This design comes from an exercise in tuning for small area and a short achievable clock period on the open sky130 flow, not from production work. Function was checked by simulation only, so behaviour that the tests miss may differ from the original. Power figures rest on the tool's default switching activity, not on a simulated workload.

==> flow/design.v (outline; a module is shown in full before it is edited, if it fits) <==
// module fir_filter: 4657 lines
// module fa: 4 lines
// module ha: 4 lines
module fir_filter (
   input  logic               clk,
   input  logic               rst,
   input  logic signed [15:0] inp,
   output logic signed [39:0] outp
);
  // ...
==> flow/run.sh <==
#!/bin/bash
# synth_recipe.tcl (not shown) runs the flow's synth.tcl, then flattens the netlist and writes it again
# the make line also repeats each setting of config.mk as NAME=value (left out here)
make -C /OpenROAD-flow-scripts/flow DESIGN_CONFIG=/design/flow/config.mk WORK_HOME=/design/flow/orfs CLKGATE_MAP_FILE= SYNTH_SCRIPT=/design/flow/synth_recipe.tcl finish
==> flow/config.mk <==
export PLATFORM = sky130hd
export DESIGN_NAME = fir_filter
export DESIGN_NICKNAME = fir_filter
export VERILOG_FILES = /design/flow/design.v
export SDC_FILE = /design/flow/constraint.sdc
export NUM_CORES = 4
export LEC_CHECK = 0
export CAP_MARGIN = 20
export CORE_MARGIN = 2
export CORE_UTILIZATION = 40
export CTS_BUF_LIST = sky130_fd_sc_hd__clkbuf_16
export CTS_CLUSTER_DIAMETER = 80
export CTS_CLUSTER_SIZE = 30
export SETUP_SLACK_MARGIN = 5.0
export SLEW_MARGIN = 20
export SYNTH_HIERARCHICAL = 1
export SYNTH_MINIMUM_KEEP_SIZE = 0
==> flow/constraint.sdc <==
create_clock -name core_clock -period 9.0 [get_ports {clk}]
set_input_delay 1.8000 -clock core_clock [delete_from_list [all_inputs] [get_ports {clk}]]
set_output_delay 1.8000 -clock core_clock [all_outputs]
set_load 0.01 [all_outputs]
==> summary.txt, run 1 <==
post-CTS setup repair buffer count=0; switching part of the total power=0.380; area of the multi-input gates=34900 um2; cell count along the critical path=8; Clock buf/inv share=0.0293; fin. max-slew vios=0; residual DRC count=0; Synth Area in XOR/XNOR=0.00367; predominant post-synthesis flop cell=dfxtp_1; biggest area contributors in the synthesized netlist=fa_1 (47%), dfxtp_1 (36%), nor2b_1 (5.9%); kind of start point of the critical path=flop; top contributor to total power=combinational cells; number of buffers on the longest clock path=3; flip-flop and latch count after synthesis=1035; Ports=58; r2r endpoint=r4_15_0$_SDFF_PP1_; y dimension of the die=382 um; Tapcells=1890; count of buffers not belonging to the clock network in the layout=63; detailed-routing wirelength on met1=61700 um; buffers and inverters on the worst path=1; critical path data required time=9.59 ns; unrepaired setup endpoints after global routing=no; main combinational cell family by area after synthesis=adder cells; capture endpoint of the worst hold path=d[5][15]$_SDFF_PP0_; Synthesis Warnings=9; biggest regs=d x448, y_q x32, d0n x16; slowest stage delay, CP=0.58 ns; Post-synth EDFFs=0; status=no timing/DRC/antenna violations; most common library cell in the layout ignoring fill and taps=fa_1; number of buffers created by CTS=51; flip-flop count of the largest register after layout=448; cell with the largest stage delay on the worst path=fa_1; post-detail-place hpwl=123000 um; post-placement setup slack=4.86 ns; Worst setup endpoint=r4_15_0$_SDFF_PP1_; number of endpoints failing setup at the final stage=0; area of the core=142000 um2; GR met2 Demand/Resource=0.342
==> run 2, diff against run 1 <==
--- a/flow/config.mk
+++ b/flow/config.mk
@@ -8,8 +8,9 @@
 export CAP_MARGIN = 20
 export CORE_MARGIN = 2
-export CORE_UTILIZATION = 40
+export CORE_UTILIZATION = 55
 export CTS_BUF_LIST = sky130_fd_sc_hd__clkbuf_16
 export CTS_CLUSTER_DIAMETER = 80
 export CTS_CLUSTER_SIZE = 30
+export PLACE_DENSITY = 0.7
 export SETUP_SLACK_MARGIN = 5.0
 export SLEW_MARGIN = 20
==> run 2 against run 1 <==
Still clean on timing, DRC and antenna. Flip-flop and latch count unchanged. Hold slack improved by 0.0035 ns. Sequential power barely moved. Critical path depth unchanged.
==> summary.txt, run 2 <==
timing-limited maximum frequency=257 MHz; most common library cell in the layout ignoring fill and taps=fa_1; die area=107000 um2; clock tree sinks=1035; post-CTS setup repair buffer count=0 (unchanged); overall track demand over capacity in global routing=0.272; number of buffers created by CTS=50 (-2.0%); fin. max-slew vios=0 (unchanged); clk slew on worst S/H paths=0.11 ns; number of nets still failing antenna checks after routing=0; post-detail-place hpwl=119000 um (-3.3%); kind of start point of the critical path=flop; number of vias in the routed layout=27542; Max Cap Viol=0; biggest area contributors in the synthesized netlist=fa_1 (47%), dfxtp_1 (36%), nor2b_1 (5.9%); area share of the leading cell type in the synthesized netlist=0.471; Net Sw Power=6.78 mW; Synthesis Warnings=9 (unchanged); status=no timing/DRC/antenna violations; first-pass GRT wire length=207000 um; register-to-register setup slack=5.11 ns; post-synth cell types=58; vias in the first global route=31945; Post-synth EDFFs=0 (unchanged); slowest stage delay, CP=0.59 ns (about the same); clock network latency to the later pin of the worst-skew pair=0.69 ns; flip-flop count of the largest register after layout=448 (unchanged); Worst setup EP type=flop; cell occurring most often along the worst timing path=fa_1; worst-case vdd ir drop=0.328 mV; cell with the largest stage delay on the worst path=fa_1; gate count of the mapped netlist=3918; Clk network pwr share=0.158; area of the core=103000 um2 (-27%); data arrival time at the worst-slack endpoint=4.47 ns; async set or reset register ratio after synthesis=0; switching part of the total power=0.381 (+0.00114); port bufs=57; WL per Instance=25.6 um; area added between synthesis and finish=6.46%; largest net degree at the start of global routing=109; width of the die=327 um; cell-internal power=11.0 mW; worst-case clock skew=0.0284 ns; largest fanout of any net on the critical path=3; unrepaired setup endpoints after global routing=no; residual DRC count=0 (unchanged); predominant post-synthesis flop cell=dfxtp_1; CTS hold repair buffers=0; most frequent cells after synthesis=fa_1 (1349), dfxtp_1 (1035), nor2b_1 (541); Logic pwr share=0.532; total power density per cell area=292 nW/um2; deepest level of the CTS H-tree=2; flip-flop and latch count after synthesis=1035 (unchanged); sequential power share=0.310; Avg Vias per Cell=5.14; category of the critical setup timing path=reg -> reg; critical path data required time=9.59 ns (about the same); CTS tree=done; type of the tightest min-delay check=reg -> reg; leakage=24.4 nW; Hold Fails Final Rpt=0; count of TritonRoute iterations in the first routing pass=5; y dimension of the die=327 um (-15%); post-synthesis cell type with the largest combined area=fa_1; actual slew at the worst max-slew pin=1.05 ns; biggest regs=d x448, y_q x32, d0n x16; cell area after synthesis=57300 um2; top library cells by usage in the layout, fill and taps aside=fa_1 (1349), dfxtp_1 (1027), nor2b_1 (541), inv_1 (336), ha_1 (171); Final nets=5489; global route total overflow=0; Initial Utilization=0.554; number of rows in the core area=118; cells traversed along the worst timing path=inv_1 > fa_1 > fa_1 > fa_1 > fa_1 > fa_1 > fa_1 > or2_2; antenna violations before repair=11; Final GP Congestion=0.954; syn avg cell area=14.6 um2; number of buffers on the longest clock path=3 (unchanged); wire length reported by the detailed router=137000 um; Ports=58 (unchanged); register with the most flip-flops=d; number of endpoints failing setup at the final stage=0 (unchanged); sequential share of the synthesized area=0.362; share of the clock period used by the worst path=0.432; share of cells above drive strength 1=0.0606; Min Clock Period, post-route=3.89 ns; post-CTS sizing=0; number of design-rule violations left by the first detailed-router iteration=1662; most frequent cell after synthesis=fa_1; Clk Tree Root Cell=clkbuf_16; Rel. slew slack=0.301; Power Total=17.8 mW; Sum Neg Setup Slack=0 ns
run 2: logic make-up (layout without fill, tap and decap cells):
logic type               Yosys count  in the layout  synth area share
flip-flops                      1035           1035             0.362
other                              1             16         0.0000655
adder cells (fa/ha/maj)         1520           1520             0.509
AO/OA/AOI/OAI                     94             94            0.0117
buffers and inverters            430            476            0.0293
XOR/XNOR                          24             24           0.00367
multiplexers                       1              1          0.000175
AND/OR/NAND/NOR                  813            813            0.0846
run 2: area by class of cell:
cell class,instances,area [um2]
Fill cell,8064,42400
Inverter,334,1250
Clock inverter,26,384
Timing Repair Buffer,63,621
Clock buffer,53,1330
Tap cell,1380,1730
Sequential cell,1035,20700
Multi-Input combinational cell,2467,34900
Antenna cell,1,2.50
run 2: worst paths after layout:
| check | start | to | cells after the start |
|---|---|---|---|
| worst max-delay path | ps6_8$_DFF_P_ | r5_13_0$_SDFF_PP1_ | 8 |
| worst min-delay path | d[20][15]$_SDFF_PP0_ | d[21][15]$_SDFF_PP0_ | 1 |
| worst max register to register | ps6_8$_DFF_P_ | r5_13_0$_SDFF_PP1_ | 8 |
| worst min register to register | d[20][15]$_SDFF_PP0_ | d[21][15]$_SDFF_PP0_ | 1 |
run 2: modules after synthesis, one instance, submodules excluded:
module,cells inside,copies in the design,area [um2]
fir_filter,2429,1,28500
fa,1,1348,20.0
ha,1,141,12.5
run 2: critical path: cells and delay by family (launching register included):
family / cells / cell delay (ns)
adders and majority gates: 6 / 2.89
DFF: 1 / 0.43
buffers and inverters: 1 / 0.17
and+or+nand+nor: 1 / 0.27
run 2: metal layers:
metal  wire [um]  track usage
met4        5380       0.0904
met5          24            0
met3        6800       0.0409
met2       68100        0.465
met1       57200        0.359
run 2: through the flow:
stage | utilization | setup slack [ns] | hold WS [ns] | instance area, um2 | instances
2_1_floorplan | - | 5.31 | 0.414 | 57300 | 3932
3_3_place_gp | 0.573 | 5.03 | 0.415 | 59300 | 5279
3_5_place_dp | 0.573 | 5.02 | 0.420 | 59300 | 5279
4_1_cts | 0.590 | 5.03 | 0.435 | 61000 | 5358
5_1_grt | 0.590 | 5.01 | 0.447 | 61000 | 5358
6_report | 0.590 | 5.11 | 0.429 | 61000 | 5359
run 2: power groups by stage:
stage,registers (mW),clock network [mW],logic (mW)
3_5_place_dp,5.63,0,9.55
3_3_place_gp,5.62,0,9.32
5_1_grt,5.58,3.04,11.0
4_1_cts,5.52,2.89,9.55
2_1_floorplan,5.53,0,7.28
6_report,5.52,2.81,9.46

==> re-timing with driven ports <==
How much do the figures lean on ideal ports? The routed layouts below were timed once more, with nothing changed but the port constraints. Step 1 (the two cells are an assumption about what drives the block):
set clk [get_ports {clk}]
set_driving_cell -lib_cell sky130_fd_sc_hd__clkbuf_16 $clk
set_driving_cell -lib_cell sky130_fd_sc_hd__buf_2 [delete_from_list [all_inputs] $clk]
Step 2 moves the port delays by t, midway between the first and last clock arrival at a register: inputs arrive t later, outputs are due t later. That takes back most of the time a late clock gives input paths. a / b / c = no drivers / after step 1 / after step 2; a / b = the first two.
run | t, ns | slack for setup (ns) | worst setup path at the end
run 1 | 0.764 | 5.100 / 5.100 / 5.100 | register to register
run 2 | 0.749 | 5.113 / 5.113 / 5.113 | register to register
After both steps every run listed still meets setup and hold.
